This is an optimization exercise on Yosys and OpenROAD, whose aim is small area, a short achievable clock period and few clock cycles per item, not a production implementation.
Function was not checked in any run shown here: the RTL went through the layout flow alone.
Power figures rest on the tool's default switching activity, not on a simulated workload.

[flow/config.mk]
export PLATFORM = sky130hd
export DESIGN_NAME = circle_mask_rect_generator_unit
export DESIGN_NICKNAME = circle_mask_rect_generator_unit
export VERILOG_FILES = /design/flow/design.v
export SDC_FILE = /design/flow/constraint.sdc
export NUM_CORES = 4
export LEC_CHECK = 0
export CAP_MARGIN = 20
export CORE_MARGIN = 2
export CORE_UTILIZATION = 40
export SETUP_SLACK_MARGIN = 3.5
export SLEW_MARGIN = 20
[flow/constraint.sdc]
create_clock -name core_clock -period 8.0 [get_ports {clk}]
set_input_delay 1.6000 -clock core_clock [delete_from_list [all_inputs] [get_ports {clk}]]
set_output_delay 1.6000 -clock core_clock [all_outputs]
set_load 0.01 [all_outputs]
[flow/design.v]
package cmru_pkg;
  localparam logic signed [13:0] CENTER_X_RST = 14'sd2048;
  localparam logic signed [13:0] CENTER_Y_RST = 14'sd1920;
  localparam logic [11:0]        RADIUS_RST   = 12'd2968;
endpackage
module cmru_edge_trk #(
  parameter bit NEG = 1'b0     
) (
  input  logic               clk,
  input  logic               sel_clr,    
  input  logic               sel_prep,   
  input  logic               sel_hor,    
  input  logic               sel_move,   
  input  logic               sel_step,   
  input  logic               sel_conv,   
  input  logic               dm,         
  input  logic               dm_nxt,
  input  logic signed [24:0] dq,
  input  logic signed [24:0] hx,
  input  logic               hsub,
  input  logic [3:0]         o,
  input  logic signed [10:0] base,
  output logic signed [10:0] e,
  output logic               cv,
  output logic               cv_nxt
);
  logic signed [24:0] s_r, xv, s1, s_nxt;
  logic [12:0]        m8_r, m8_nxt, m8_d32, m8_d16;
  logic signed [10:0] e_r, e_nxt;
  logic               cv_r;
  logic [7:0]         o2;
  logic               stp, sub, k0, k1, kz_nxt, sn;
  assign o2     = {4'd0, o} * {4'd0, o};
  assign stp    = sel_step && !cv_r;
  assign m8_d32 = {m8_r[12:5] - 8'd1, m8_r[4:0]};
  assign m8_d16 = {m8_r[12:4] - 9'd1, m8_r[3:0]};
  assign k0 = (m8_r[12:4] == {8'd0, o[3]});
  assign k1 = (m8_r[12:4] == {8'd0, o[3]} + 9'd1);
  always_comb begin
    xv = '0;
    if (sel_move)   xv = dq;
    if (stp && !dm) xv = $signed({7'd0, m8_r, 5'd0});
    if (stp && dm)  xv = $signed({7'd0, m8_d32, 5'd0});
    if (sel_conv)   xv = $signed({7'd0, m8_d16, 5'd0});
    if (sel_hor)    xv = hx;
  end
  assign sub = (stp && dm) || sel_conv || (sel_hor && hsub);
  assign s1 = s_r + (xv ^ {25{sub}}) + $signed({24'd0, sub});
  always_comb begin
    s_nxt = s_r;
    if (sel_prep)                                   s_nxt = $signed({17'd0, o2});
    else if (sel_hor || sel_move || stp || sel_conv) s_nxt = s1;
  end
  always_comb begin
    m8_nxt = m8_r;
    e_nxt  = e_r;
    if (sel_clr) begin
      m8_nxt = {9'd0, o} + 13'd8;
      e_nxt  = base;
    end else if (stp) begin
      m8_nxt = dm ? (m8_r - 13'd16) : (m8_r + 13'd16);
      e_nxt  = (dm ^ NEG) ? (e_r - 11'sd1) : (e_r + 11'sd1);
    end
  end
  assign kz_nxt = sel_clr || (stp ? (dm && k1) : k0);
  assign sn     = s_nxt[24];
  assign cv_nxt = dm_nxt ? (sn || kz_nxt) : !sn;
  always_ff @(posedge clk) begin
    s_r  <= s_nxt;
    m8_r <= m8_nxt;
    e_r  <= e_nxt;
    cv_r <= cv_nxt;
  end
  assign e  = e_r;
  assign cv = cv_r;
endmodule
module circle_mask_rect_generator_unit (
  input  logic         clk,
  input  logic         rst_n,
  input  logic         in_valid,
  output logic         in_ready,
  input  logic [7:0]   in_row,
  output logic         out_valid,
  input  logic         out_ready,
  output logic [8:0]   out_x_left,
  output logic [7:0]   out_y_top,
  output logic [8:0]   out_x_right,
  output logic [7:0]   out_y_bottom,
  output logic         out_last_of_batch,
  input  logic         cfg_valid,
  output logic         cfg_ready,
  input  logic [1:0]   cfg_index,
  input  logic [13:0]  cfg_data
);
  logic signed [13:0] cx_r, cy_r;
  logic [11:0]        rad_r;
  logic [7:0] top_r, bot_r;
  logic       act_r, closed_r, open_r, band_r, wr_d;
  logic       r0_v;
  logic [7:0] y_r;
  logic       f_is0, f_inb, f_last, f_band, f_stale;
  logic       f_same, f_nxt;      
  logic       bdone_r, rph_r, have_r;
  logic               tv_r, dm_r;
  logic [7:0]         ty_r;
  logic signed [13:0] q_r;       
  logic               t_prep, t_hor;
  logic [3:0]         hcnt_r;
  logic [24:0]        hb_r;      
  logic               hbit_r;
  logic sel_clr, sel_clry, sel_prep, sel_hor, sel_move, sel_step, sel_conv;
  logic       run_open_r;
  logic [7:0] run_t_r, run_b_r;
  logic [8:0] run_l_r, run_r_r;
  logic       p_v, p_e1, p_e2, p_band, p_last;
  logic [7:0] p_a, p_b;
  logic [8:0] p_l, p_r;
  logic cfg_wr;
  assign cfg_wr = cfg_valid && (cfg_index != 2'd3);
  logic               open_c, closed_c, act_c;
  logic signed [14:0] cy_e, r_e, lo_s, hi_s, lo_f, hi_f;
  logic [7:0]         top_c, bot_c;
  assign open_c   = (rad_r >= 12'd2968);
  assign closed_c = (rad_r == 12'd0);
  assign act_c    = !open_c && !closed_c;
  assign cy_e     = {cy_r[13], cy_r};
  assign r_e      = {3'b000, rad_r};
  assign lo_s     = cy_e - r_e;
  assign hi_s     = cy_e + r_e + 15'sd15;
  assign lo_f     = lo_s >>> 4;
  assign hi_f     = hi_s >>> 4;
  assign top_c    = lo_f[14] ? 8'd0 : (lo_f > 15'sd240) ? 8'd240 : lo_f[7:0];
  assign bot_c    = hi_f[14] ? 8'd0 : (hi_f > 15'sd240) ? 8'd240 : hi_f[7:0];
  logic [8:0] lx, rx;
  logic       cvb, res_now, res_ok, proc;
  logic       pfree, done, push, match;
  logic       ev_band, ev_e1, ev_e2, ev_last;
  logic [7:0] ev_a, ev_b;
  logic [8:0] ev_l, ev_r;
  logic       ro, run_full, old_ex, fin_ex, run_has;
  logic       run_new, run_ext, run_drop, set_bdone, set_rph;
  logic       cv_l, cv_r;
  assign cvb     = cv_l && cv_r;
  assign res_now = tv_r && !t_prep && !t_hor && f_same && cvb;
  assign res_ok  = have_r || res_now;
  assign proc    = r0_v && !f_stale;
  assign pfree    = !p_v || (out_ready && !(p_e1 && p_e2));
  assign ro       = run_open_r && !f_is0;
  assign match    = (lx == run_l_r) && (rx == run_r_r);
  assign run_full = (run_l_r == 9'd0) && (run_r_r == 9'd256);
  assign old_ex   = ro && !match && !run_full;
  assign fin_ex   = f_last && ((lx != 9'd0) || (rx != 9'd256));
  assign run_has  = !run_full;
  always_comb begin
    done      = 1'b0;
    push      = 1'b0;
    ev_band   = 1'b0;
    ev_a      = run_t_r;
    ev_b      = run_b_r;
    ev_l      = run_l_r;
    ev_r      = run_r_r;
    ev_e1     = (run_l_r != 9'd0);
    ev_e2     = (run_r_r != 9'd256);
    ev_last   = 1'b1;
    run_new   = 1'b0;
    run_ext   = 1'b0;
    run_drop  = 1'b0;
    set_bdone = 1'b0;
    set_rph   = 1'b0;
    if (proc) begin
      if (!f_inb) begin
        if (f_band) begin
          ev_band = 1'b1;
          push    = pfree;
          done    = pfree;
        end else begin
          done = 1'b1;
        end
        run_drop = f_is0;
      end else if (res_ok) begin
        if (f_band && !bdone_r) begin
          ev_band   = 1'b1;
          ev_last   = !fin_ex;
          push      = pfree;
          set_bdone = pfree;
        end else if (!rph_r) begin
          if (!old_ex || pfree) begin
            push    = old_ex;
            ev_last = !fin_ex;
            run_ext = match && ro;
            run_new = !(match && ro);
            if (f_last) set_rph = 1'b1;
            else        done    = 1'b1;
          end
        end else begin
          if (!run_has || pfree) begin
            push     = run_has;
            done     = 1'b1;
            run_drop = 1'b1;
          end
        end
      end
    end
    if (ev_band) begin
      ev_a  = closed_r ? 8'd240 : top_r;
      ev_b  = bot_r;
      ev_l  = 9'd256;
      ev_r  = 9'd0;
      ev_e1 = closed_r || (top_r != 8'd0);
      ev_e2 = !closed_r && (bot_r != 8'd240);
    end
  end
  assign in_ready  = !r0_v || done;
  assign cfg_ready = 1'b1;
  logic       acc;
  logic [7:0] yn;
  assign acc = in_ready && in_valid;
  assign yn  = acc ? in_row : y_r;
  logic [3:0]         o_l, o_r;
  logic signed [10:0] fl, ce, e_l, e_r;
  logic               cvn_l, cvn_r;
  logic signed [24:0] dq, hx;
  logic               hc, dm_n;
  logic signed [13:0] ap, bp;
  logic [7:0]         clr_t;
  assign o_l = cx_r[3:0];
  assign o_r = 4'(-cx_r[3:0]);
  assign fl  = {cx_r[13], cx_r[13:4]};
  assign ce  = fl + {10'd0, (o_l != 4'd0)};
  assign ap = $signed({2'b00, rad_r}) + 14'sd8 - q_r;
  assign bp = 14'sd8 - $signed({2'b00, rad_r}) - q_r;
  assign dq = $signed({{7{q_r[12]}}, q_r[12:0], 5'd0});
  assign hx = !hbit_r ? 25'sd0 : $signed(hb_r);
  assign hc = hbit_r && (hcnt_r == 4'd13);
  assign dm_n = sel_conv ? 1'b1 : sel_clr ? 1'b0 : dm_r;
  cmru_edge_trk #(.NEG(1'b1)) u_trk_l (
    .clk (clk), .sel_clr (sel_clr), .sel_prep (sel_prep), .sel_hor (sel_hor),
    .sel_move (sel_move), .sel_step (sel_step), .sel_conv (sel_conv),
    .dm (dm_r), .dm_nxt (dm_n), .dq (dq), .hx (hx), .hsub (hc), .o (o_l), .base (fl),
    .e (e_l), .cv (cv_l), .cv_nxt (cvn_l)
  );
  cmru_edge_trk #(.NEG(1'b0)) u_trk_r (
    .clk (clk), .sel_clr (sel_clr), .sel_prep (sel_prep), .sel_hor (sel_hor),
    .sel_move (sel_move), .sel_step (sel_step), .sel_conv (sel_conv),
    .dm (dm_r), .dm_nxt (dm_n), .dq (dq), .hx (hx), .hsub (hc), .o (o_r), .base (ce),
    .e (e_r), .cv (cv_r), .cv_nxt (cvn_r)
  );
  assign lx = e_l[10] ? 9'd0 : (e_l > 11'sd256) ? 9'd256 : e_l[8:0];
  assign rx = e_r[10] ? 9'd0 : (e_r > 11'sd256) ? 9'd256 : e_r[8:0];
  logic               tv_n, prep_n, hor_n, have_n, r0v_n, stale_n;
  logic               inb_n, last_n, band_n, is0_n, same_n, nxt_n;
  logic [7:0]         ty_n, ty1, ty2;
  logic signed [13:0] q_n;
  assign clr_t = sel_clry ? y_r : top_r;
  assign ty1   = ty_r + 8'd1;
  assign ty2   = ty_r + 8'd2;
  always_comb begin
    tv_n   = tv_r;
    prep_n = 1'b0;
    hor_n  = t_hor;
    if (sel_clr) begin
      tv_n   = 1'b0;
      prep_n = 1'b1;
    end
    if (sel_prep) hor_n = 1'b1;
    if (sel_hor && hcnt_r == 4'd13) begin
      hor_n = 1'b0;
      tv_n  = 1'b1;
    end
    if (cfg_wr) begin
      tv_n   = 1'b0;
      prep_n = 1'b0;
      hor_n  = 1'b0;
    end
    if (!rst_n) begin
      tv_n   = 1'b0;
      prep_n = 1'b0;
      hor_n  = 1'b0;
    end
  end
  assign ty_n = sel_clr ? clr_t : sel_move ? ty1 : ty_r;
  assign q_n  = sel_clr  ? ($signed({2'b00, clr_t, 4'b0000}) + 14'sd16 - cy_r) :
                sel_move ? (q_r + 14'sd16) : q_r;
  assign r0v_n   = rst_n && (in_ready ? in_valid : r0_v);
  assign have_n  = rst_n && !done && (have_r || (proc && f_inb && res_ok));
  assign stale_n = wr_d;
  assign is0_n   = (yn == 8'd0);
  assign inb_n   = act_r && (yn >= top_r) && (yn < bot_r);
  assign last_n  = ({1'b0, yn} + 9'd1 == {1'b0, bot_r});
  assign band_n  = is0_n && (closed_r || (act_r && ((top_r != 8'd0) || (bot_r != 8'd240))));
  assign same_n  = sel_move ? (yn == ty1) : (yn == ty_r);
  assign nxt_n   = sel_move ? (yn == ty2) : (yn == ty1);
  function automatic logic [6:0] decode(
      input logic prep, input logic hor, input logic need, input logic have,
      input logic tv, input logic same, input logic nxt, input logic cvb_i, input logic nc,
      input logic bg);
    logic clr, clry, mv, stp, cnv, rel;
    rel  = tv && (same || nxt);
    clr  = 1'b0;
    clry = 1'b0;
    mv   = 1'b0;
    stp  = 1'b0;
    cnv  = 1'b0;
    if (prep || hor) begin
    end else if (need && !have) begin
      if (rel) begin
        stp = !cvb_i;
        cnv = cvb_i && nc;
        mv  = cvb_i && !nc;
      end else begin
        clr  = 1'b1;
        clry = 1'b1;
      end
    end else if (need) begin
      cnv = tv && same && cvb_i && nc;
      mv  = tv && same && cvb_i && !nc;
    end else if (!tv) begin
      clr = bg;
    end else begin
      stp = !cvb_i;
    end
    decode = {clr, clry, prep, hor, mv, stp, cnv};
  endfunction
  logic       need_n, nc_n, bg_n;
  logic [6:0] dec0, dec1, dec_n;
  assign need_n = r0v_n && inb_n && !stale_n;
  assign nc_n   = !dm_n && !q_n[13];
  assign bg_n   = band_r && !cfg_wr && !wr_d;
  assign dec0   = decode(prep_n, hor_n, need_n, have_n, tv_n, same_n, nxt_n, 1'b0, nc_n, bg_n);
  assign dec1   = decode(prep_n, hor_n, need_n, have_n, tv_n, same_n, nxt_n, 1'b1, nc_n, bg_n);
  assign dec_n  = (cvn_l && cvn_r) ? dec1 : dec0;
  always_ff @(posedge clk) begin
    if (!rst_n) begin
      cx_r       <= 14'sd2048;
      cy_r       <= 14'sd1920;
      rad_r      <= 12'd2968;
      run_open_r <= 1'b0;
      p_v        <= 1'b0;
      bdone_r    <= 1'b0;
      rph_r      <= 1'b0;
      {sel_clr, sel_clry, sel_prep, sel_hor, sel_move, sel_step, sel_conv} <= '0;
    end else begin
      if (cfg_valid) begin
        case (cfg_index)
          2'd0: cx_r  <= $signed(cfg_data);
          2'd1: cy_r  <= $signed(cfg_data);
          2'd2: rad_r <= cfg_data[11:0];
          default: begin
          end
        endcase
      end
      if (done) begin
        bdone_r <= 1'b0;
        rph_r   <= 1'b0;
      end else begin
        if (set_bdone) bdone_r <= 1'b1;
        if (set_rph)   rph_r   <= 1'b1;
      end
      if (run_drop)     run_open_r <= 1'b0;
      else if (run_new) run_open_r <= 1'b1;
      if (push) begin
        p_v <= 1'b1;
      end else if (p_v && out_ready && !(p_e1 && p_e2)) begin
        p_v <= 1'b0;
      end
      {sel_clr, sel_clry, sel_prep, sel_hor, sel_move, sel_step, sel_conv} <= dec_n;
    end
  end
  always_ff @(posedge clk) begin
    r0_v    <= r0v_n;
    have_r  <= have_n;
    tv_r    <= tv_n;
    t_prep  <= prep_n;
    t_hor   <= hor_n;
    ty_r    <= ty_n;
    q_r     <= q_n;
    dm_r    <= dm_n;
    top_r    <= top_c;
    bot_r    <= bot_c;
    act_r    <= act_c;
    closed_r <= closed_c;
    open_r   <= open_c;
    band_r   <= act_c && (top_c < bot_c);
    wr_d     <= cfg_wr;
    if (acc) y_r <= in_row;
    f_stale <= stale_n;
    f_is0   <= is0_n;
    f_inb   <= inb_n;
    f_last  <= last_n;
    f_band  <= band_n;
    f_same  <= same_n;
    f_nxt   <= nxt_n;
    if (sel_prep) begin
      hb_r   <= 25'(bp);
      hbit_r <= ap[0];
      hcnt_r <= 4'd0;
    end else if (sel_hor) begin
      hb_r   <= {hb_r[23:0], 1'b0};
      hbit_r <= ap[hcnt_r + 4'd1];
      hcnt_r <= hcnt_r + 4'd1;
    end
    if (run_new) begin
      run_t_r <= y_r;
      run_b_r <= y_r + 8'd1;
      run_l_r <= lx;
      run_r_r <= rx;
    end else if (run_ext) begin
      if (run_b_r != 8'd240) run_b_r <= run_b_r + 8'd1;
    end
    if (push) begin
      p_e1   <= ev_e1;
      p_e2   <= ev_e2;
      p_band <= ev_band;
      p_last <= ev_last;
      p_a    <= ev_a;
      p_b    <= ev_b;
      p_l    <= ev_l;
      p_r    <= ev_r;
    end else if (p_v && out_ready && p_e1 && p_e2) begin
      p_e1 <= 1'b0;
    end
  end
  assign out_valid         = p_v;
  assign out_x_left        = p_e1 ? 9'd0 : p_r;
  assign out_x_right       = p_e1 ? p_l : 9'd256;
  assign out_y_top         = p_band ? (p_e1 ? 8'd0 : p_b) : p_a;
  assign out_y_bottom      = p_band ? (p_e1 ? p_a : 8'd240) : p_b;
  assign out_last_of_batch = p_last && !(p_e1 && p_e2);
endmodule
[flow/run.sh]
#!/bin/bash
# synth_recipe.tcl (not shown) runs the flow's synth.tcl, then flattens the netlist and writes it again
# the make line also repeats each setting of config.mk as NAME=value (left out here)
make -C /OpenROAD-flow-scripts/flow DESIGN_CONFIG=/design/flow/config.mk WORK_HOME=/design/flow/orfs CLKGATE_MAP_FILE= SYNTH_SCRIPT=/design/flow/synth_recipe.tcl finish
==> results of run 1 <==
==> power breakdown <==
| group | leakage [nW] | switching [mW] | internal [mW] | total [mW] |
|---|---|---|---|---|
| Clock | 0.618 | 0.745 | 1.04 | 1.79 |
| Sequential | 2.74 | 0.188 | 1.89 | 2.08 |
| Combinational | 7.51 | 0.780 | 0.580 | 1.36 |
==> sequential cells by signal, summed over array words and instances (netlist names), 12 cells and up <==
name and flops:
q_r 14, cy_r 14, hb_r 25, u_trk_r.s_r 25, rad_r 12, cx_r 14
u_trk_l.m8_r 13, u_trk_l.s_r 25, u_trk_r.m8_r 13
==> per-stage QoR <==
stage,hold WS [ns],utilization [%],instance area [um2]
5_1_grt,0.400,46.8,27500
3_3_place_gp,0.374,42.6,25000
3_5_place_dp,0.375,42.6,25000
6_report,0.382,46.8,27500
4_1_cts,0.384,45.8,26900
2_1_floorplan,0.335,-,23700
==> final cells by class <==
type | instances | area share (%)
Inverter | 172 | 2.35
Sequential cell | 315 | 29.7
Tap cell | 773 | 3.52
Clock inverter | 19 | 0.601
Clock buffer | 53 | 4.04
Timing Repair Buffer | 160 | 5.33
Multi-Input combinational cell | 2141 | 54.5
==> metal layers <==
layer / global-route usage, % / vias to the layer above
met1: 30.8 / 9712
met2: 35.3 / 527
met4: 7.34 / 0
li1: - / 9932
met5: 0 / -
met3: 3.21 / 117
==> cells in the final DEF, fill, tap and decap left out, types with 31 or more instances in the layout <==
cell / netlist / routed
nor3_1: 62 / 54
clkdlybuf4s50_1: 0 / 64
nand2_1: 306 / 303
inv_1: 168 / 165
nor2_1: 212 / 211
a21boi_0: 53 / 47
xnor2_1: 166 / 164
dfxtp_1: 132 / 124
nor2b_1: 54 / 52
xor2_1: 113 / 112
nand2b_1: 34 / 32
a211oi_1: 38 / 31
nand3_1: 62 / 60
ha_1: 190 / 187
a21oi_1: 180 / 170
edfxtp_1: 183 / 183
a21o_1: 48 / 46
o21ai_0: 161 / 141
and2_1: 61 / 59
buf_4: 2 / 85
clkbuf_16: 0 / 41
==> how the worst max path moves through the flow <==
stage | from | endpoint | slack, ns
after floorplan | u_trk_r.e_r[8] | sel_move | 2.81
after global placement | out_ready | sel_clr | 1.58
after detailed placement | out_ready | sel_move | 1.41
after CTS | u_trk_l.e_r[5] | sel_conv | 2.59
after global routing | u_trk_r.e_r[7] | sel_clr | 2.40
final | u_trk_r.e_r[6] | sel_clr | 2.61
==> logic make-up after synthesis <==
family | Yosys count | share of synthesized area, %
fa+ha+maj | 197 | 10.6
compound gates | 702 | 19.1
buf+inv | 300 | 4.82
mux | 47 | 2.21
flops | 315 | 34.4
other cells | 1 | 0.0159
xor+xnor | 280 | 10.4
simple gates | 914 | 18.3
==> critical path, cell delays in order, from the launching register on <==
cell,delay [ns]
edfxtp_1,0.47
nor2b_1,0.17
o41a_1,0.38
a2111o_1,0.28
or4b_4,0.56
or3_4,0.41
a211oi_4,0.27
buf_6,0.17
buf_6,0.12
mux2i_4,0.28
ha_1,0.27
nand2b_4,0.14
a21o_1,0.15
a21o_1,0.17
a21o_1,0.17
a21o_1,0.15
a21o_1,0.16
a21o_1,0.16
a21oi_2,0.18
a2111oi_4,0.07
and3b_2,0.26
buf_4,0.14
nand2_2,0.06
o21ai_1,0.06
==> timing repair <==
item | in CTS | in global routing
pin swaps | 22 | 29
endpoints found under the setup margin | 34 | 37
gates cloned | 2 | 1
resized for setup | 68 | 74
buffers inserted | 30 | 40
==> flow_metrics.env, run 1 <==
export IMPL_multi_input_area_um2=15000
export IMPL_syn_to_final_growth_pct=16.2
export IMPL_dieArea_um2=61100
export IMPL_arrival_ns=5.84
export IMPL_io_buffers=65
export IMPL_finalPower_mw=5.23
export IMPL_dp_slack_ns=1.41
export IMPL_routed_via_density=5.58
export IMPL_die_w_um=247
export IMPL_dr_pass1_iters=5
export IMPL_antenna_found_initial=0
export IMPL_syn_inst=2756
export IMPL_dp_hpwl_um=50100
export IMPL_yosysTopAreaCell="edfxtp_1"
export IMPL_wl_per_cell_um=18.8
export IMPL_ctsRootBufferMaster="clkbuf_16"
export IMPL_drc=0
export IMPL_synth_top_cell_area_share_pct=23.2
export IMPL_wl_um=68400
export IMPL_outcome="finished clean"
export IMPL_cp_max_fo=6
export IMPL_wl_met3_um=3760
export IMPL_min_path_type="flip-flop to flip-flop"
export IMPL_worst_pin_slew_ns=1.01
export IMPL_min_to="f_stale"
export IMPL_cts_sinks=315
export IMPL_grt_pass1_wl_um=107000
export IMPL_rows=89
export IMPL_final_hold_violation_count=0
export IMPL_syn_nets=2982
export IMPL_maxSlewHeadroom_pct=32.1
export IMPL_ios=67
export IMPL_dp_cells=3488
export IMPL_async_flop_share_pct=0
export IMPL_grt_max_degree=86
export IMPL_yosysWarnings=3
export IMPL_period_minus_slack_ns=5.39
export IMPL_drv_cap=0
export IMPL_synth_most_common_cell="nand2_1"
export IMPL_initial_core_util_pct=40.3
export IMPL_fin_crit_sh_pct=67.4
export IMPL_startpoint_type="flip-flop"
export IMPL_synth_edf_count=183
export IMPL_seq_area_um2=8150
export IMPL_r2r_end="sel_clr"
export IMPL_peakVddDrop_mv=0.138
export IMPL_vias=20288
export IMPL_cts_hold_buf=0
export IMPL_synth_ff_type="edfxtp_1"
export IMPL_cts_buffers=39
export IMPL_rsz0062_at_grt="true"
export IMPL_clk_pin_slew_worst_paths_ns=0.06
export IMPL_holdPathStages=0
export IMPL_n_antenna_cell=0
export IMPL_antenna_left=0
export IMPL_slew_viol_final=0
export IMPL_avgSynthCellArea_um2=8.58
export IMPL_layout_cells_non_filler=3633
export IMPL_synth_area_um2=23600
export IMPL_setup_viol=0
export IMPL_regToRegSetupSlack_ns=2.61
export IMPL_routed_top_layer="met4"
export IMPL_p_leak_nw=10.9
export IMPL_grt_use_total_pct=22.2
export IMPL_drtIter0Drc=1510
export IMPL_fin_nets=3055
export IMPL_synth_seq_cells=315
export IMPL_drive_above_1_share_pct=10.2
export IMPL_fmax_mhz=185
export IMPL_ys_seq_area_share_pct=34.4
export IMPL_path_class="flip-flop to flip-flop"
export IMPL_synth_area_top_cells="edfxtp_1 23%, dfxtp_1 11%, ha_1 10%"
export IMPL_cts_tree="done"
export IMPL_r2r_start="u_trk_r.e_r[6]"
export IMPL_h_tree_depth=2
export IMPL_clock_path_buffers=3
export IMPL_synthTopCellsByCount="306 x nand2_1, 212 x nor2_1, 190 x ha_1"
export IMPL_wl_met1_um=31900
export IMPL_skew_ns=0.0314
export IMPL_wl_met2_um=30900
export IMPL_core_area_um2=58700
export IMPL_setup_ws_ns=2.61
export IMPL_die_h_um=247
export IMPL_grt_overflow_total=0
export IMPL_power_density_nw_per_um2=190
export IMPL_required_ns=8.45
export IMPL_r2r_cells=23
export IMPL_grt_pass1_vias=19640
export IMPL_tns_ns=0
export IMPL_synth_cell_type_count=82
export IMPL_clkLatencyLatePin_ns=0.58
export IMPL_end_kind="flip-flop"
export IMPL_n_fill_cell=5524
export IMPL_gp_congestion=0.887
export IMPL_hold_path_startpoint="wr_d"
==> run 2: changes to the inputs <==
--- a/flow/design.v
+++ b/flow/design.v
@@ -15,2 +15,3 @@
   input  logic               sel_conv,   
+  input  logic               sel_cfix,   
   input  logic               dm,         
@@ -19,3 +20,3 @@
   input  logic signed [24:0] hx,
-  input  logic               hsub,
+  input  logic               hc,
   input  logic [3:0]         o,
@@ -26,4 +27,5 @@
 );
-  logic signed [24:0] s_r, xv, s1, s_nxt;
-  logic [12:0]        m8_r, m8_nxt, m8_d32, m8_d16;
+  logic signed [24:0] s_r, xa, s1, s_nxt;
+  logic [12:0]        m8_r, m8_nxt;
+  logic signed [13:0] nm_r, nm_nxt;
   logic signed [10:0] e_r, e_nxt;
@@ -31,7 +33,5 @@
   logic [7:0]         o2;
-  logic               stp, sub, k0, k1, kz_nxt, sn;
-  assign o2     = {4'd0, o} * {4'd0, o};
-  assign stp    = sel_step && !cv_r;
-  assign m8_d32 = {m8_r[12:5] - 8'd1, m8_r[4:0]};
-  assign m8_d16 = {m8_r[12:4] - 9'd1, m8_r[3:0]};
+  logic               stp, k0, k1, kz_nxt, sn;
+  assign o2  = {4'd0, o} * {4'd0, o};
+  assign stp = sel_step && !cv_r;
   assign k0 = (m8_r[12:4] == {8'd0, o[3]});
@@ -39,15 +39,14 @@
   always_comb begin
-    xv = '0;
-    if (sel_move)   xv = dq;
-    if (stp && !dm) xv = $signed({7'd0, m8_r, 5'd0});
-    if (stp && dm)  xv = $signed({7'd0, m8_d32, 5'd0});
-    if (sel_conv)   xv = $signed({7'd0, m8_d16, 5'd0});
-    if (sel_hor)    xv = hx;
+    xa = '0;
+    if (sel_move)                   xa = dq;
+    if (stp && !dm)                 xa = $signed({7'd0, m8_r, 5'd0});
+    if ((stp && dm) || sel_conv)    xa = $signed({{6{nm_r[13]}}, nm_r, 5'd0});
+    if (sel_cfix)                   xa = -25'sd512;
+    if (sel_hor)                    xa = hx;
   end
-  assign sub = (stp && dm) || sel_conv || (sel_hor && hsub);
-  assign s1 = s_r + (xv ^ {25{sub}}) + $signed({24'd0, sub});
+  assign s1 = s_r + xa;
   always_comb begin
     s_nxt = s_r;
-    if (sel_prep)                                   s_nxt = $signed({17'd0, o2});
-    else if (sel_hor || sel_move || stp || sel_conv) s_nxt = s1;
+    if (sel_prep)                                               s_nxt = $signed({17'd0, o2}) + $signed({24'd0, hc});
+    else if (sel_hor || sel_move || stp || sel_conv || sel_cfix) s_nxt = s1;
   end
@@ -55,2 +54,3 @@
     m8_nxt = m8_r;
+    nm_nxt = nm_r;
     e_nxt  = e_r;
@@ -58,2 +58,3 @@
       m8_nxt = {9'd0, o} + 13'd8;
+      nm_nxt = 14'sd24 - $signed({10'd0, o});
       e_nxt  = base;
@@ -61,2 +62,3 @@
       m8_nxt = dm ? (m8_r - 13'd16) : (m8_r + 13'd16);
+      nm_nxt = dm ? (nm_r + 14'sd16) : (nm_r - 14'sd16);
       e_nxt  = (dm ^ NEG) ? (e_r - 11'sd1) : (e_r + 11'sd1);
@@ -70,2 +72,3 @@
     m8_r <= m8_nxt;
+    nm_r <= nm_nxt;
     e_r  <= e_nxt;
@@ -110,3 +113,4 @@
   logic               hbit_r;
-  logic sel_clr, sel_clry, sel_prep, sel_hor, sel_move, sel_step, sel_conv;
+  logic sel_clr, sel_clry, sel_prep, sel_hor, sel_move, sel_step, sel_conv, sel_cfix;
+  logic [3:0] o_rr;    
   logic       run_open_r;
@@ -143,3 +147,3 @@
   assign cvb     = cv_l && cv_r;
-  assign res_now = tv_r && !t_prep && !t_hor && f_same && cvb;
+  assign res_now = tv_r && !t_prep && !t_hor && !sel_cfix && f_same && cvb;
   assign res_ok  = have_r || res_now;
@@ -226,3 +230,3 @@
   assign o_l = cx_r[3:0];
-  assign o_r = 4'(-cx_r[3:0]);
+  assign o_r = o_rr;
   assign fl  = {cx_r[13], cx_r[13:4]};
@@ -232,4 +236,4 @@
   assign dq = $signed({{7{q_r[12]}}, q_r[12:0], 5'd0});
-  assign hx = !hbit_r ? 25'sd0 : $signed(hb_r);
-  assign hc = hbit_r && (hcnt_r == 4'd13);
+  assign hx = !hbit_r ? 25'sd0 : (hcnt_r == 4'd13) ? $signed(~hb_r) : $signed(hb_r);
+  assign hc = ap[13];
   assign dm_n = sel_conv ? 1'b1 : sel_clr ? 1'b0 : dm_r;
@@ -237,4 +241,4 @@
     .clk (clk), .sel_clr (sel_clr), .sel_prep (sel_prep), .sel_hor (sel_hor),
-    .sel_move (sel_move), .sel_step (sel_step), .sel_conv (sel_conv),
-    .dm (dm_r), .dm_nxt (dm_n), .dq (dq), .hx (hx), .hsub (hc), .o (o_l), .base (fl),
+    .sel_move (sel_move), .sel_step (sel_step), .sel_conv (sel_conv), .sel_cfix (sel_cfix),
+    .dm (dm_r), .dm_nxt (dm_n), .dq (dq), .hx (hx), .hc (hc), .o (o_l), .base (fl),
     .e (e_l), .cv (cv_l), .cv_nxt (cvn_l)
@@ -243,4 +247,4 @@
     .clk (clk), .sel_clr (sel_clr), .sel_prep (sel_prep), .sel_hor (sel_hor),
-    .sel_move (sel_move), .sel_step (sel_step), .sel_conv (sel_conv),
-    .dm (dm_r), .dm_nxt (dm_n), .dq (dq), .hx (hx), .hsub (hc), .o (o_r), .base (ce),
+    .sel_move (sel_move), .sel_step (sel_step), .sel_conv (sel_conv), .sel_cfix (sel_cfix),
+    .dm (dm_r), .dm_nxt (dm_n), .dq (dq), .hx (hx), .hc (hc), .o (o_r), .base (ce),
     .e (e_r), .cv (cv_r), .cv_nxt (cvn_r)
@@ -293,3 +297,3 @@
   function automatic logic [6:0] decode(
-      input logic prep, input logic hor, input logic need, input logic have,
+      input logic prep, input logic hor, input logic fix, input logic need, input logic have,
       input logic tv, input logic same, input logic nxt, input logic cvb_i, input logic nc,
@@ -303,3 +307,3 @@
     cnv  = 1'b0;
-    if (prep || hor) begin
+    if (prep || hor || fix) begin
     end else if (need && !have) begin
@@ -328,4 +332,4 @@
   assign bg_n   = band_r && !cfg_wr && !wr_d;
-  assign dec0   = decode(prep_n, hor_n, need_n, have_n, tv_n, same_n, nxt_n, 1'b0, nc_n, bg_n);
-  assign dec1   = decode(prep_n, hor_n, need_n, have_n, tv_n, same_n, nxt_n, 1'b1, nc_n, bg_n);
+  assign dec0   = decode(prep_n, hor_n, sel_conv, need_n, have_n, tv_n, same_n, nxt_n, 1'b0, nc_n, bg_n);
+  assign dec1   = decode(prep_n, hor_n, sel_conv, need_n, have_n, tv_n, same_n, nxt_n, 1'b1, nc_n, bg_n);
   assign dec_n  = (cvn_l && cvn_r) ? dec1 : dec0;
@@ -341,2 +345,3 @@
       {sel_clr, sel_clry, sel_prep, sel_hor, sel_move, sel_step, sel_conv} <= '0;
+      sel_cfix <= 1'b0;
     end else begin
@@ -366,2 +371,3 @@
       {sel_clr, sel_clry, sel_prep, sel_hor, sel_move, sel_step, sel_conv} <= dec_n;
+      sel_cfix <= sel_conv;
     end
@@ -378,2 +384,3 @@
     top_r    <= top_c;
+    o_rr     <= 4'(-cx_r[3:0]);
     bot_r    <= bot_c;
==> flow_metrics.env, run 2 <==
export IMPL_outcome="finished clean"
export IMPL_synth_cell_type_count=86
export IMPL_cts_tree="done"
export IMPL_placed_cell_area_um2=26300
export IMPL_yosysTopAreaCell="edfxtp_1"
export IMPL_cts_sinks=346
export IMPL_power_density_nw_per_um2=185
export IMPL_cp_max_fo=13
export IMPL_min_path_type="flip-flop to flip-flop"
export IMPL_antenna_left=0
export IMPL_ctsRootBufferMaster="clkbuf_16"
export IMPL_syn_to_final_growth_pct=17.1
export IMPL_drv_cap=0
export IMPL_grt_max_degree=63
export IMPL_ys_seq_area_share_pct=37.6
export IMPL_finalPower_mw=5.37
export IMPL_gp_congestion=0.915
export IMPL_final_hold_violation_count=0
export IMPL_drtIter0Drc=1610
export IMPL_ios=67
export IMPL_top_regs="hb_r: 25 flops, u_trk_l.s_r: 25 flops, u_trk_r.s_r: 25 flops"
export IMPL_clkLatencyLatePin_ns=0.59
export IMPL_required_ns=8.46
export IMPL_antenna_found_initial=0
export IMPL_worst_pin_slew_ns=0.968
export IMPL_p_leak_nw=11.5
export IMPL_synth_top_cell_area_share_pct=29.1
export IMPL_end_kind="flip-flop"
export IMPL_synth_seq_cells=346
export IMPL_clock_path_buffers=3
export IMPL_wl_per_cell_um=20.1
export IMPL_tns_ns=0
export IMPL_avgSynthCellArea_um2=9.01
export IMPL_setup_ws_ns=2.72
export IMPL_rsz0062_at_grt="true"
export IMPL_layout_cells_non_filler=3694
export IMPL_dp_hpwl_um=54700
export IMPL_dieArea_um2=64100
export IMPL_drive_above_1_share_pct=11.8
export IMPL_peakVddDrop_mv=0.160
export IMPL_synth_area_top_cells="edfxtp_1 29%, ha_1 11%, dfxtp_1 8.5%"
export IMPL_dp_cells=3521
export IMPL_period_minus_slack_ns=5.28
export IMPL_grt_pass1_wl_um=116000
export IMPL_die_w_um=253
export IMPL_syn_nets=3010
export IMPL_routed_via_density=5.68
export IMPL_synth_area_um2=24800
export IMPL_syn_inst=2755
export IMPL_dr_pass1_iters=5
export IMPL_yosysWarnings=3
export IMPL_synthTopCellsByCount="256 x nand2_1, 241 x edfxtp_1, 219 x nor2_1"
export IMPL_timing_hold_ws_ns=0.374
export IMPL_skew_ns=0.0315
export IMPL_utilization_pct=47.3
export IMPL_rows=91
export IMPL_grt_use_total_pct=23.0
export IMPL_startpoint_type="flip-flop"
export IMPL_fmax_mhz=189
export IMPL_slew_viol_final=0
export IMPL_dp_slack_ns=1.56
export IMPL_fin_nets=3125
export IMPL_clk_pin_slew_worst_paths_ns=0.07
export IMPL_design_area_um2=29100
export IMPL_setup_viol=0
export IMPL_h_tree_depth=2
export IMPL_synth_most_common_cell="nand2_1"
export IMPL_final_cell_mix="250 x nand2_1, 241 x edfxtp_1, 210 x nor2_1, 206 x ha_1, 175 x inv_1"
export IMPL_synth_ff_type="edfxtp_1"
export IMPL_initial_core_util_pct=40.4
export IMPL_fin_crit_sh_pct=66.0
export IMPL_grt_pass1_vias=20479
export IMPL_maxSlewHeadroom_pct=34.9
export IMPL_n_antenna_cell=0
export IMPL_async_flop_share_pct=0
export IMPL_io_buffers=65
export IMPL_path_class="flip-flop to flip-flop"
export IMPL_arrival_ns=5.74
export IMPL_die_h_um=253
export IMPL_core_area_um2=61500
export IMPL_final_common_cell="nand2_1"
export IMPL_grt_overflow_total=0
export IMPL_cts_buffers=42
export IMPL_wl_um=74400
export IMPL_drc=0
export IMPL_synth_edf_count=241
export IMPL_vias=20989
-- run 2: cell types whose count changed after synthesis, sizes merged, moves of 14 or more --
cell    change
xor2       -22
ha         +26
a211oi     -21
nand3      +28
edfxtp     +58
inv        +16
nor2b      -14
clkbuf     -24
nand2      -49
o21a       -14
o21bai     +23
dfxtp      -27
-- run 2: critical path: stages, from the launching register on --
cell	delay (ns)
edfxtp_1	0.48
nor3b_2	0.26
mux2_4	0.33
a2111oi_4	0.31
nand4_1	0.12
or4_4	0.61
o2111a_2	0.36
buf_4	0.21
nor3_1	0.42
a21o_1	0.30
ha_1	0.28
o21ai_1	0.08
nand2b_1	0.11
a2111oi_4	0.39
nand3b_1	0.19
buf_4	0.21
mux2_4	0.28
a41o_1	0.20
-- run 2: worst paths after layout --
kind / start / end / slack, ns / cells past startpoint
worst max-delay path: u_trk_l.e_r[9] / sel_clr / 2.72 / 17
worst min-delay path: wr_d / f_stale / 0.37 / 0
worst max register to register: u_trk_l.e_r[9] / sel_clr / 2.72 / 17
worst min register to register: wr_d / f_stale / 0.37 / 0
-- run 2: logic make-up after synthesis --
| group | share of synthesized area [%] |
|---|---|
| AO/OA/AOI/OAI | 18.3 |
| XOR/XNOR | 8.96 |
| adder cells (fa/ha/maj) | 11.7 |
| buffers and inverters | 4.50 |
| flip-flops | 37.6 |
| multiplexers | 1.52 |
| other | 0.0151 |
| AND/OR/NAND/NOR | 17.3 |
-- run 2: metal layers --
layer	vias to the layer above	wire length (um)	global-route usage (%)
met5	-	0	0
met4	0	2740	8.10
met3	146	3570	2.37
met2	603	34900	38.9
met1	10105	33200	30.5
li1	10135	-	-
-- run 2: cell type report --
type / instances / area, um2
clock inverter: 26 / 198
sequential: 346 / 9360
timing repair buffer: 174 / 1520
inverter: 188 / 723
timing repair inverter: 2 / 12.5
multi-input combinational: 2116 / 15100
fill: 5780 / 32400
tap: 790 / 988
clock buffer: 52 / 1160
-- run 2: power breakdown --
| group | internal (mW) | total (mW) | switching [mW] |
|---|---|---|---|
| combinational | 0.519 | 1.22 | 0.701 |
| sequential | 2.07 | 2.24 | 0.169 |
| clock | 1.07 | 1.90 | 0.830 |
| total | 3.67 | 5.37 | 1.70 |
-- run 2: repair_timing --
action,in CTS,in global routing
hold buffers,0,0
pin swaps,31,47
endpoints found under the setup margin,37,26
cloned,3,1
buffers inserted,40,49
gates resized for setup,94,88
==> run 3: changes to the inputs <==
--- a/flow/design.v
+++ b/flow/design.v
@@ -15,3 +15,2 @@
   input  logic               sel_conv,   
-  input  logic               sel_cfix,   
   input  logic               dm,         
@@ -28,19 +27,18 @@
   logic signed [24:0] s_r, xa, s1, s_nxt;
-  logic [12:0]        m8_r, m8_nxt;
-  logic signed [13:0] nm_r, nm_nxt;
+  logic [7:0]         k_r, k_nxt;
   logic signed [10:0] e_r, e_nxt;
   logic               cv_r;
+  logic [24:0]        m32;
   logic [7:0]         o2;
   logic               stp, k0, k1, kz_nxt, sn;
+  assign m32 = {8'd0, k_r, o, 5'd0};
   assign o2  = {4'd0, o} * {4'd0, o};
   assign stp = sel_step && !cv_r;
-  assign k0 = (m8_r[12:4] == {8'd0, o[3]});
-  assign k1 = (m8_r[12:4] == {8'd0, o[3]} + 9'd1);
   always_comb begin
     xa = '0;
-    if (sel_move)                   xa = dq;
-    if (stp && !dm)                 xa = $signed({7'd0, m8_r, 5'd0});
-    if ((stp && dm) || sel_conv)    xa = $signed({{6{nm_r[13]}}, nm_r, 5'd0});
-    if (sel_cfix)                   xa = -25'sd512;
-    if (sel_hor)                    xa = hx;
+    if (sel_move)       xa = dq;
+    if (stp && !dm)     xa = $signed(m32 + 25'd256);
+    if (stp && dm)      xa = $signed(25'd768 - m32);
+    if (sel_conv)       xa = $signed(25'd256 - m32);
+    if (sel_hor)        xa = hx;
   end
@@ -49,19 +47,18 @@
     s_nxt = s_r;
-    if (sel_prep)                                               s_nxt = $signed({17'd0, o2}) + $signed({24'd0, hc});
-    else if (sel_hor || sel_move || stp || sel_conv || sel_cfix) s_nxt = s1;
+    if (sel_prep)                                   s_nxt = $signed({17'd0, o2}) + $signed({24'd0, hc});
+    else if (sel_hor || sel_move || stp || sel_conv) s_nxt = s1;
   end
   always_comb begin
-    m8_nxt = m8_r;
-    nm_nxt = nm_r;
-    e_nxt  = e_r;
+    k_nxt = k_r;
+    e_nxt = e_r;
     if (sel_clr) begin
-      m8_nxt = {9'd0, o} + 13'd8;
-      nm_nxt = 14'sd24 - $signed({10'd0, o});
-      e_nxt  = base;
+      k_nxt = 8'd0;
+      e_nxt = base;
     end else if (stp) begin
-      m8_nxt = dm ? (m8_r - 13'd16) : (m8_r + 13'd16);
-      nm_nxt = dm ? (nm_r + 14'sd16) : (nm_r - 14'sd16);
-      e_nxt  = (dm ^ NEG) ? (e_r - 11'sd1) : (e_r + 11'sd1);
+      k_nxt = dm ? (k_r - 8'd1) : (k_r + 8'd1);
+      e_nxt = (dm ^ NEG) ? (e_r - 11'sd1) : (e_r + 11'sd1);
     end
   end
+  assign k0     = (k_r == 8'd0);
+  assign k1     = (k_r == 8'd1);
   assign kz_nxt = sel_clr || (stp ? (dm && k1) : k0);
@@ -71,4 +68,3 @@
     s_r  <= s_nxt;
-    m8_r <= m8_nxt;
-    nm_r <= nm_nxt;
+    k_r  <= k_nxt;
     e_r  <= e_nxt;
@@ -113,4 +109,3 @@
   logic               hbit_r;
-  logic sel_clr, sel_clry, sel_prep, sel_hor, sel_move, sel_step, sel_conv, sel_cfix;
-  logic [3:0] o_rr;    
+  logic sel_clr, sel_clry, sel_prep, sel_hor, sel_move, sel_step, sel_conv;
   logic       run_open_r;
@@ -147,3 +142,3 @@
   assign cvb     = cv_l && cv_r;
-  assign res_now = tv_r && !t_prep && !t_hor && !sel_cfix && f_same && cvb;
+  assign res_now = tv_r && !t_prep && !t_hor && f_same && cvb;
   assign res_ok  = have_r || res_now;
@@ -230,3 +225,3 @@
   assign o_l = cx_r[3:0];
-  assign o_r = o_rr;
+  assign o_r = 4'(-cx_r[3:0]);
   assign fl  = {cx_r[13], cx_r[13:4]};
@@ -241,3 +236,3 @@
     .clk (clk), .sel_clr (sel_clr), .sel_prep (sel_prep), .sel_hor (sel_hor),
-    .sel_move (sel_move), .sel_step (sel_step), .sel_conv (sel_conv), .sel_cfix (sel_cfix),
+    .sel_move (sel_move), .sel_step (sel_step), .sel_conv (sel_conv),
     .dm (dm_r), .dm_nxt (dm_n), .dq (dq), .hx (hx), .hc (hc), .o (o_l), .base (fl),
@@ -247,3 +242,3 @@
     .clk (clk), .sel_clr (sel_clr), .sel_prep (sel_prep), .sel_hor (sel_hor),
-    .sel_move (sel_move), .sel_step (sel_step), .sel_conv (sel_conv), .sel_cfix (sel_cfix),
+    .sel_move (sel_move), .sel_step (sel_step), .sel_conv (sel_conv),
     .dm (dm_r), .dm_nxt (dm_n), .dq (dq), .hx (hx), .hc (hc), .o (o_r), .base (ce),
@@ -287,13 +282,33 @@
                 sel_move ? (q_r + 14'sd16) : q_r;
+  logic is0_a, inb_a, last_a, band_a, same_a, nxt_a;
+  logic is0_c, inb_c, last_c, band_c2, same_c, nxt_c;
+  logic have_c;
+  function automatic logic [5:0] classify(input logic [7:0] y, input logic [7:0] top,
+      input logic [7:0] bot, input logic act, input logic closed, input logic mv,
+      input logic [7:0] t0, input logic [7:0] t1, input logic [7:0] t2);
+    logic z, ib, la, bd, sm, nx;
+    z  = (y == 8'd0);
+    ib = act && (y >= top) && (y < bot);
+    la = ({1'b0, y} + 9'd1 == {1'b0, bot});
+    bd = z && (closed || (act && ((top != 8'd0) || (bot != 8'd240))));
+    sm = mv ? (y == t1) : (y == t0);
+    nx = mv ? (y == t2) : (y == t1);
+    classify = {z, ib, la, bd, sm, nx};
+  endfunction
+  assign {is0_a, inb_a, last_a, band_a, same_a, nxt_a} =
+      classify(in_row, top_r, bot_r, act_r, closed_r, sel_move, ty_r, ty1, ty2);
+  assign {is0_c, inb_c, last_c, band_c2, same_c, nxt_c} =
+      classify(y_r, top_r, bot_r, act_r, closed_r, sel_move, ty_r, ty1, ty2);
+  assign have_c = have_r || (proc && f_inb && res_ok);
   assign r0v_n   = rst_n && (in_ready ? in_valid : r0_v);
-  assign have_n  = rst_n && !done && (have_r || (proc && f_inb && res_ok));
+  assign have_n  = rst_n && !done && have_c;
   assign stale_n = wr_d;
-  assign is0_n   = (yn == 8'd0);
-  assign inb_n   = act_r && (yn >= top_r) && (yn < bot_r);
-  assign last_n  = ({1'b0, yn} + 9'd1 == {1'b0, bot_r});
-  assign band_n  = is0_n && (closed_r || (act_r && ((top_r != 8'd0) || (bot_r != 8'd240))));
-  assign same_n  = sel_move ? (yn == ty1) : (yn == ty_r);
-  assign nxt_n   = sel_move ? (yn == ty2) : (yn == ty1);
+  assign is0_n   = acc ? is0_a  : is0_c;
+  assign inb_n   = acc ? inb_a  : inb_c;
+  assign last_n  = acc ? last_a : last_c;
+  assign band_n  = acc ? band_a : band_c2;
+  assign same_n  = acc ? same_a : same_c;
+  assign nxt_n   = acc ? nxt_a  : nxt_c;
   function automatic logic [6:0] decode(
-      input logic prep, input logic hor, input logic fix, input logic need, input logic have,
+      input logic prep, input logic hor, input logic need, input logic have,
       input logic tv, input logic same, input logic nxt, input logic cvb_i, input logic nc,
@@ -307,3 +322,3 @@
     cnv  = 1'b0;
-    if (prep || hor || fix) begin
+    if (prep || hor) begin
     end else if (need && !have) begin
@@ -327,10 +342,20 @@
   endfunction
-  logic       need_n, nc_n, bg_n;
-  logic [6:0] dec0, dec1, dec_n;
-  assign need_n = r0v_n && inb_n && !stale_n;
+  logic       nc_n, bg_n, need_a, need_c;
+  logic [6:0] da0, da1, db0, db1, dc0, dc1, dec_n;
   assign nc_n   = !dm_n && !q_n[13];
   assign bg_n   = band_r && !cfg_wr && !wr_d;
-  assign dec0   = decode(prep_n, hor_n, sel_conv, need_n, have_n, tv_n, same_n, nxt_n, 1'b0, nc_n, bg_n);
-  assign dec1   = decode(prep_n, hor_n, sel_conv, need_n, have_n, tv_n, same_n, nxt_n, 1'b1, nc_n, bg_n);
-  assign dec_n  = (cvn_l && cvn_r) ? dec1 : dec0;
+  assign need_a = inb_a && !stale_n;
+  assign need_c = r0_v && inb_c && !stale_n;
+  assign da0 = decode(prep_n, hor_n, need_a, 1'b0, tv_n, same_a, nxt_a, 1'b0, nc_n, bg_n);
+  assign da1 = decode(prep_n, hor_n, need_a, 1'b0, tv_n, same_a, nxt_a, 1'b1, nc_n, bg_n);
+  assign db0 = decode(prep_n, hor_n, 1'b0,   1'b0, tv_n, 1'b0,   1'b0,  1'b0, nc_n, bg_n);
+  assign db1 = decode(prep_n, hor_n, 1'b0,   1'b0, tv_n, 1'b0,   1'b0,  1'b1, nc_n, bg_n);
+  assign dc0 = decode(prep_n, hor_n, need_c, have_c, tv_n, same_c, nxt_c, 1'b0, nc_n, bg_n);
+  assign dc1 = decode(prep_n, hor_n, need_c, have_c, tv_n, same_c, nxt_c, 1'b1, nc_n, bg_n);
+  always_comb begin
+    if (!rst_n)             dec_n = '0;
+    else if (acc)           dec_n = (cvn_l && cvn_r) ? da1 : da0;
+    else if (in_ready)      dec_n = (cvn_l && cvn_r) ? db1 : db0;
+    else                    dec_n = (cvn_l && cvn_r) ? dc1 : dc0;
+  end
   always_ff @(posedge clk) begin
@@ -345,3 +370,2 @@
       {sel_clr, sel_clry, sel_prep, sel_hor, sel_move, sel_step, sel_conv} <= '0;
-      sel_cfix <= 1'b0;
     end else begin
@@ -371,3 +395,2 @@
       {sel_clr, sel_clry, sel_prep, sel_hor, sel_move, sel_step, sel_conv} <= dec_n;
-      sel_cfix <= sel_conv;
     end
@@ -384,3 +407,2 @@
     top_r    <= top_c;
-    o_rr     <= 4'(-cx_r[3:0]);
     bot_r    <= bot_c;
--- a/flow/config.mk
+++ b/flow/config.mk
@@ -10,3 +10,2 @@
 export CORE_UTILIZATION = 40
-export SETUP_SLACK_MARGIN = 3.5
 export SLEW_MARGIN = 20
==> flow_metrics.env, run 3 <==
export IMPL_outcome="finished clean"
export IMPL_initial_core_util_pct=40.7
export IMPL_async_flop_share_pct=0
export IMPL_core_area_um2=57900
export IMPL_top_regs="hb_r: 25 flops, u_trk_l.s_r: 25 flops, u_trk_r.s_r: 25 flops"
export IMPL_drive_above_1_share_pct=4.69
export IMPL_hold_path_startpoint="wr_d"
export IMPL_yosysWarnings=3
export IMPL_drc=0
export IMPL_arrival_ns=6.75
export IMPL_grt_pass1_wl_um=104000
export IMPL_grt_overflow_total=0
export IMPL_rsz0062_at_grt="false"
export IMPL_rows=88
export IMPL_routed_via_density=5.63
export IMPL_die_w_um=247
export IMPL_cts_hold_buf=0
export IMPL_postCtsResizedCells=0
export IMPL_ctsRootBufferMaster="clkbuf_16"
export IMPL_worst_pin_slew_ns=1.09
export IMPL_clkLatencyLatePin_ns=0.57
export IMPL_peakVddDrop_mv=0.117
export IMPL_grtUsageMet2_pct=33.1
export IMPL_avgSynthCellArea_um2=8.65
export IMPL_power_density_nw_per_um2=172
export IMPL_fin_nets=2970
export IMPL_use_met1_pct=31.2
export IMPL_p_leak_nw=10.3
export IMPL_fmax_mhz=160
export IMPL_dp_hpwl_um=49400
export IMPL_synth_seq_cells=305
export IMPL_synth_cell_type_count=85
export IMPL_grt_busiest_layer="met2"
export IMPL_drv_cap=0
export IMPL_synthTopCellsByCount="254 x nand2_1, 223 x nor2_1, 211 x ha_1"
export IMPL_vias=19816
export IMPL_tns_ns=0
export IMPL_final_common_cell="nand2_1"
export IMPL_skew_ns=0.0344
export IMPL_ios=67
export IMPL_path_class="flip-flop to flip-flop"
export IMPL_cp_max_fo=14
export IMPL_startpoint="cx_r[0]"
export IMPL_gp_congestion=0.901
export IMPL_setup_viol=0
export IMPL_final_hold_violation_count=0
export IMPL_fin_crit_sh_pct=77.9
export IMPL_r2r_start="cx_r[0]"
export IMPL_antenna_found_initial=0
export IMPL_post_cts_setup_buffers=0
export IMPL_synth_most_common_cell="nand2_1"
export IMPL_synth_top_cell_area_share_pct=25.1
export IMPL_slew_viol_final=0
export IMPL_clock_path_buffers=3
export IMPL_synth_ff_type="edfxtp_1"
export IMPL_synth_area_um2=23600
export IMPL_h_tree_depth=2
export IMPL_maxSlewHeadroom_pct=27.2
export IMPL_min_path_type="flip-flop to flip-flop"
export IMPL_n_antenna_cell=0
export IMPL_dr_pass1_iters=6
export IMPL_required_ns=8.52
export IMPL_use_met3_pct=3.13
export IMPL_yosysTopAreaCell="edfxtp_1"
export IMPL_period_minus_slack_ns=6.23
export IMPL_end_kind="flip-flop"
export IMPL_finalPower_mw=4.49
export IMPL_clk_pin_slew_worst_paths_ns=0.06
export IMPL_synth_edf_count=197
export IMPL_io_buffers=65
export IMPL_cts_buffers=38
export IMPL_die_h_um=247
export IMPL_syn_to_final_growth_pct=10.8
export IMPL_cts_sinks=305
export IMPL_startpoint_type="flip-flop"
export IMPL_grt_use_total_pct=21.5
export IMPL_grt_pass1_vias=18788
export IMPL_synth_area_top_cells="edfxtp_1 25%, ha_1 11%, dfxtp_1 9.2%"
export IMPL_dieArea_um2=60900
export IMPL_wl_um=65800
export IMPL_ys_seq_area_share_pct=34.3
export IMPL_grt_max_degree=71
export IMPL_utilization_pct=45.1
export IMPL_dp_cells=3448
export IMPL_syn_nets=2970
export IMPL_drtIter0Drc=1694
export IMPL_cts_tree="done"
export IMPL_antenna_left=0
export IMPL_layout_cells_non_filler=3518
export IMPL_final_cell_mix="254 x nand2_1, 223 x nor2_1, 211 x ha_1, 197 x edfxtp_1, 191 x xnor2_1"
export IMPL_wl_per_cell_um=18.7
export IMPL_syn_inst=2723
export IMPL_timing_hold_ws_ns=0.427
[run 3: cell types whose count changed after synthesis, moves of 18 or more]
cell,delta
edfxtp_1,-44
a21oi_1,-31
xnor2_1,+28
nand3_1,-26
o21ai_0,+24
clkbuf_1,+23
nor3_1,+18
[run 3: where the power goes]
part           total [mW]  internal (mW)  switching, mW
Combinational       0.846          0.351          0.495
Clock                1.78           1.05          0.733
Sequential           1.87           1.76          0.108
Total                4.49           3.16           1.34
[run 3: path summary, 6_finish.rpt]
check | end | slack (ns) | depth (start not counted)
max reg2reg | sel_move | 1.77 | 24
min | f_stale | 0.43 | 0
max | sel_move | 1.77 | 24
min reg2reg | f_stale | 0.43 | 0
[run 3: cell families (layout without fill, tap and decap cells)]
kind of cell / count (synthesis) / count (layout) / synth area share, %
AND/OR/NAND/NOR: 898 / 898 / 18.4
AO/OA/AOI/OAI: 671 / 671 / 18.2
flip-flops: 305 / 305 / 34.3
buffers and inverters: 305 / 335 / 4.90
XOR/XNOR: 279 / 279 / 10.4
adder cells (fa/ha/maj): 218 / 218 / 11.8
multiplexers: 46 / 46 / 2.07
other: 1 / 1 / 0.0159
[run 3: per-stage QoR]
step           cell area (um2)  setup slack, ns
2_1_floorplan            23600             2.71
3_3_place_gp             24800             1.99
3_5_place_dp             24800             1.88
4_1_cts                  26100             1.87
6_report                 26100             1.77
5_1_grt                  26100             1.20
[run 3: cell type report]
class	instances	area (um2)
clock buffer	52	1070
clock inverter	18	196
fill	5648	31800
inverter	180	676
multi-input combinational	2113	14300
sequential	305	8080
tap	765	957
timing repair buffer	85	796
[run 3: metal layers]
layer,up-vias,share of wire [%]
li1,9678,-
met1,9477,48
met2,558,44
met3,103,5.6
met4,0,2.2
met5,-,0
[run 3: critical path: stages, from the launching register on]
cell and delay [ns]:
dfxtp_1 0.64, inv_1 0.18, ha_1 0.27, xnor2_1 0.50, nor3_1 0.20, a21boi_0 0.26, or3_1 0.19, o21ai_0 0.08
o21ai_0 0.14, nor3_1 0.07, a311oi_1 0.27, a21oi_1 0.07, o31ai_1 0.26, ha_1 0.32, a21o_1 0.17, a21oi_1 0.21
nor2b_1 0.09, a31o_2 0.24, a311o_1 0.39, o21ai_1 0.24, mux2_2 0.43, xor2_1 0.16, nor2b_1 0.17, nor3b_1 0.37
o221a_2 0.25
==> run 4: changes to the inputs <==
--- a/flow/config.mk
+++ b/flow/config.mk
@@ -10,2 +10,3 @@
 export CORE_UTILIZATION = 40
+export SETUP_SLACK_MARGIN = 3.5
 export SLEW_MARGIN = 20
==> flow_metrics.env, run 4 <==
export IMPL_outcome="finished clean"
export IMPL_layout_cells_non_filler=3569
export IMPL_final_hold_violation_count=0
export IMPL_cpMaxStageDelayCell="dfxtp_4"
export IMPL_drive_above_1_share_pct=10.2
export IMPL_clk_pin_slew_worst_paths_ns=0.06
export IMPL_end_kind="flip-flop"
export IMPL_tns_ns=0
export IMPL_utilization_pct=46.8
export IMPL_avgSynthCellArea_um2=8.65
export IMPL_synth_top_family_by_area="simple AND/OR/NAND/NOR gates"
export IMPL_period_minus_slack_ns=5.02
export IMPL_dr_pass1_iters=5
export IMPL_worst_pin_slew_ns=1.00
export IMPL_final_common_cell="nand2_1"
export IMPL_yosysTopAreaCell="edfxtp_1"
export IMPL_rsz0062_at_grt="true"
export IMPL_maxSlewHeadroom_pct=32.9
export IMPL_fin_crit_sh_pct=62.7
export IMPL_dp_slack_ns=2.35
export IMPL_n_antenna_cell=0
export IMPL_peakVddDrop_mv=0.112
export IMPL_top_regs="hb_r: 25 flops, u_trk_l.s_r: 25 flops, u_trk_r.s_r: 25 flops"
export IMPL_wl_per_cell_um=18.9
export IMPL_multi_input_area_um2=14900
export IMPL_synth_area_mux_share_pct=2.07
export IMPL_core_area_um2=57900
export IMPL_setup_ws_ns=2.98
export IMPL_wl_um=67500
export IMPL_cp_max_fo=8
export IMPL_placed_cell_area_um2=24900
export IMPL_clock_path_buffers=3
export IMPL_n_fill_cell=5622
export IMPL_grt_pass1_wl_um=106000
export IMPL_seq_area_um2=8110
export IMPL_p_leak_nw=10.7
export IMPL_antenna_found_initial=0
export IMPL_path_buf_inv=2
export IMPL_synth_xor_area_share_pct=10.4
export IMPL_grt_use_total_pct=21.9
export IMPL_path_class="flip-flop to flip-flop"
export IMPL_synth_area_um2=23600
export IMPL_grt_overflow_total=0
export IMPL_setup_viol=0
export IMPL_fin_nets=3023
export IMPL_crit_chain="nor3_4, xnor2_4, buf_4, buf_4, and3_1, nor2_1, o21ai_0, o21ai_0, nor2_1, a21oi_2, o32ai_2, ha_1, a21o_1, a21o_1, a21oi_2, nor2b_1, a31o_2, a311o_1, o21ai_2, mux2_4, xor2_2, a21boi_2, o21a_1, o221a_2"
export IMPL_synth_fa_ha_area_share_pct=11.8
export IMPL_synth_cell_type_count=85
export IMPL_drv_cap=0
export IMPL_yosysWarnings=3
export IMPL_required_ns=8.45
export IMPL_dp_cells=3445
export IMPL_routed_via_density=5.64
export IMPL_slew_viol_final=0
export IMPL_grt_max_degree=71
export IMPL_final_cell_mix="253 x nand2_1, 218 x nor2_1, 205 x ha_1, 197 x edfxtp_1, 187 x xnor2_1"
export IMPL_die_w_um=247
export IMPL_ys_seq_area_share_pct=34.3
export IMPL_gp_congestion=0.922
export IMPL_async_flop_share_pct=0
export IMPL_min_path_type="flip-flop to flip-flop"
export IMPL_drtIter0Drc=1492
export IMPL_cts_buffers=38
export IMPL_die_h_um=247
export IMPL_synth_ff_type="edfxtp_1"
export IMPL_antenna_left=0
export IMPL_syn_inst=2723
export IMPL_synthTopCellsByCount="254 x nand2_1, 223 x nor2_1, 211 x ha_1"
export IMPL_slowest_delay_ns=0.38
export IMPL_syn_to_final_growth_pct=15.0
export IMPL_synthSimpleGateAreaFrac_pct=18.4
export IMPL_rows=88
export IMPL_synth_most_common_cell="nand2_1"
export IMPL_power_density_nw_per_um2=167
export IMPL_crit_family="compound AO/OA/AOI/OAI gates"
export IMPL_fmax_mhz=199
export IMPL_vias=20134
export IMPL_ios=67
export IMPL_synth_compound_area_share_pct=18.2
export IMPL_synth_area_top_cells="edfxtp_1 25%, ha_1 11%, dfxtp_1 9.2%"
export IMPL_ctsRootBufferMaster="clkbuf_16"
export IMPL_syn_nets=2970
export IMPL_io_buffers=65
export IMPL_cts_hold_buf=0
export IMPL_dp_hpwl_um=49600
export IMPL_design_area_um2=27100
export IMPL_dieArea_um2=60900
export IMPL_startpoint_type="flip-flop"
export IMPL_synth_edf_count=197
export IMPL_clkLatencyLatePin_ns=0.56
export IMPL_h_tree_depth=2
export IMPL_synth_top_cell_area_share_pct=25.1
export IMPL_synth_seq_cells=305
export IMPL_drc=0
export IMPL_arrival_ns=5.47
export IMPL_cts_tree="done"
export IMPL_skew_ns=0.0283
export IMPL_regToRegSetupSlack_ns=2.98
export IMPL_cts_sinks=305
export IMPL_initial_core_util_pct=40.7
export IMPL_grt_pass1_vias=19118
==> run 4: cell counts after synthesis <==
Identical to the previous run, type by type.
==> run 4: power breakdown <==
part / internal, mW / switching [mW]
Combinational: 0.390 / 0.532
Clock: 1.03 / 0.714
Sequential: 1.76 / 0.104
Total: 3.18 / 1.35
==> run 4: area by class of cell <==
cell class / instances / area share [%]
Timing Repair Buffer: 138 / 4.51
Clock inverter: 25 / 0.937
Tap cell: 765 / 3.53
Sequential cell: 305 / 29.9
Multi-Input combinational cell: 2113 / 54.9
Inverter: 180 / 2.51
Clock buffer: 43 / 3.66
==> run 4: what timing repair did <==
item | in CTS | in global routing
resized for setup | 62 | 63
gates cloned | 0 | 0
endpoints found under the setup margin | 26 | 19
setup buffers | 37 | 19
hold endpoints to repair | 0 | 0
pin swaps | 34 | 39
==> run 4: final timing paths <==
| path | cells after the start | start | endpoint |
|---|---|---|---|
| hold / removal | 0 | wr_d | f_stale |
| setup reg to reg | 24 | cx_r[1] | sel_move |
| setup / recovery | 24 | cx_r[1] | sel_move |
| hold reg to reg | 0 | wr_d | f_stale |
==> run 4: logic make-up after synthesis <==
group           count (synthesis)
simple gates                  898
compound gates                671
flops                         305
buf+inv                       305
xor+xnor                      279
fa+ha+maj                     218
mux                            46
other cells                     1
==> run 4: routing by layer <==
| layer | GRT usage (%) | share of wire [%] | vias to the layer above |
|---|---|---|---|
| li1 | - | - | 9785 |
| met1 | 30.9 | 47 | 9666 |
| met2 | 34.6 | 45 | 587 |
| met3 | 3.27 | 5.6 | 96 |
| met4 | 6.18 | 2.5 | 0 |
| met5 | 0 | 0 | - |
==> run 4: metrics by stage <==
stage          total power, mW  hold slack (ns)
2_1_floorplan             2.50            0.372
5_1_grt                   4.74            0.443
6_report                  4.53            0.431
4_1_cts                   4.53            0.413
3_5_place_dp              2.75            0.413
3_3_place_gp              2.73            0.414

==> static timing again, ports no longer ideal <==
The results above use ideal ports. As a check the final layouts listed here were re-extracted and re-timed, cells and wires unchanged.
Step 1, drivers: a clkbuf_16 drives clk and a buf_2 each remaining input, both assumed.
Step 2 times the ports against the registers' clock, not the clock port: input delays grow and output delays shrink by t, the midpoint of the rising clock arrivals with the driver on.
Three values: ideal, step 1, step 2; two values: the first two.
| run | t (ns) | slack for setup (ns) | hold slack, ns | slew at the worst register clock pin (ns) | pins driven straight from the clock port |
|---|---|---|---|---|---|
| run 1 | 0.619 | 2.606 / 2.606 / 2.021 | 0.382 / 0.382 / 0.382 | 0.06 / 0.06 | 1 |
| run 2 | 0.631 | 2.719 / 2.719 / 2.155 | 0.374 / 0.374 / 0.374 | 0.07 / 0.07 | 1 |
| run 3 | 0.617 | 1.765 / 1.765 / 1.765 | 0.427 / 0.427 / 0.427 | 0.07 / 0.07 | 1 |
| run 4 | 0.600 | 2.981 / 2.981 / 2.981 | 0.431 / 0.431 / 0.431 | 0.07 / 0.07 | 1 |
After both steps setup and hold are still met in every run listed. For run 1, which loses most, drivers alone change the setup slack by 0.000 ns; drivers and shift together by -0.585 ns.
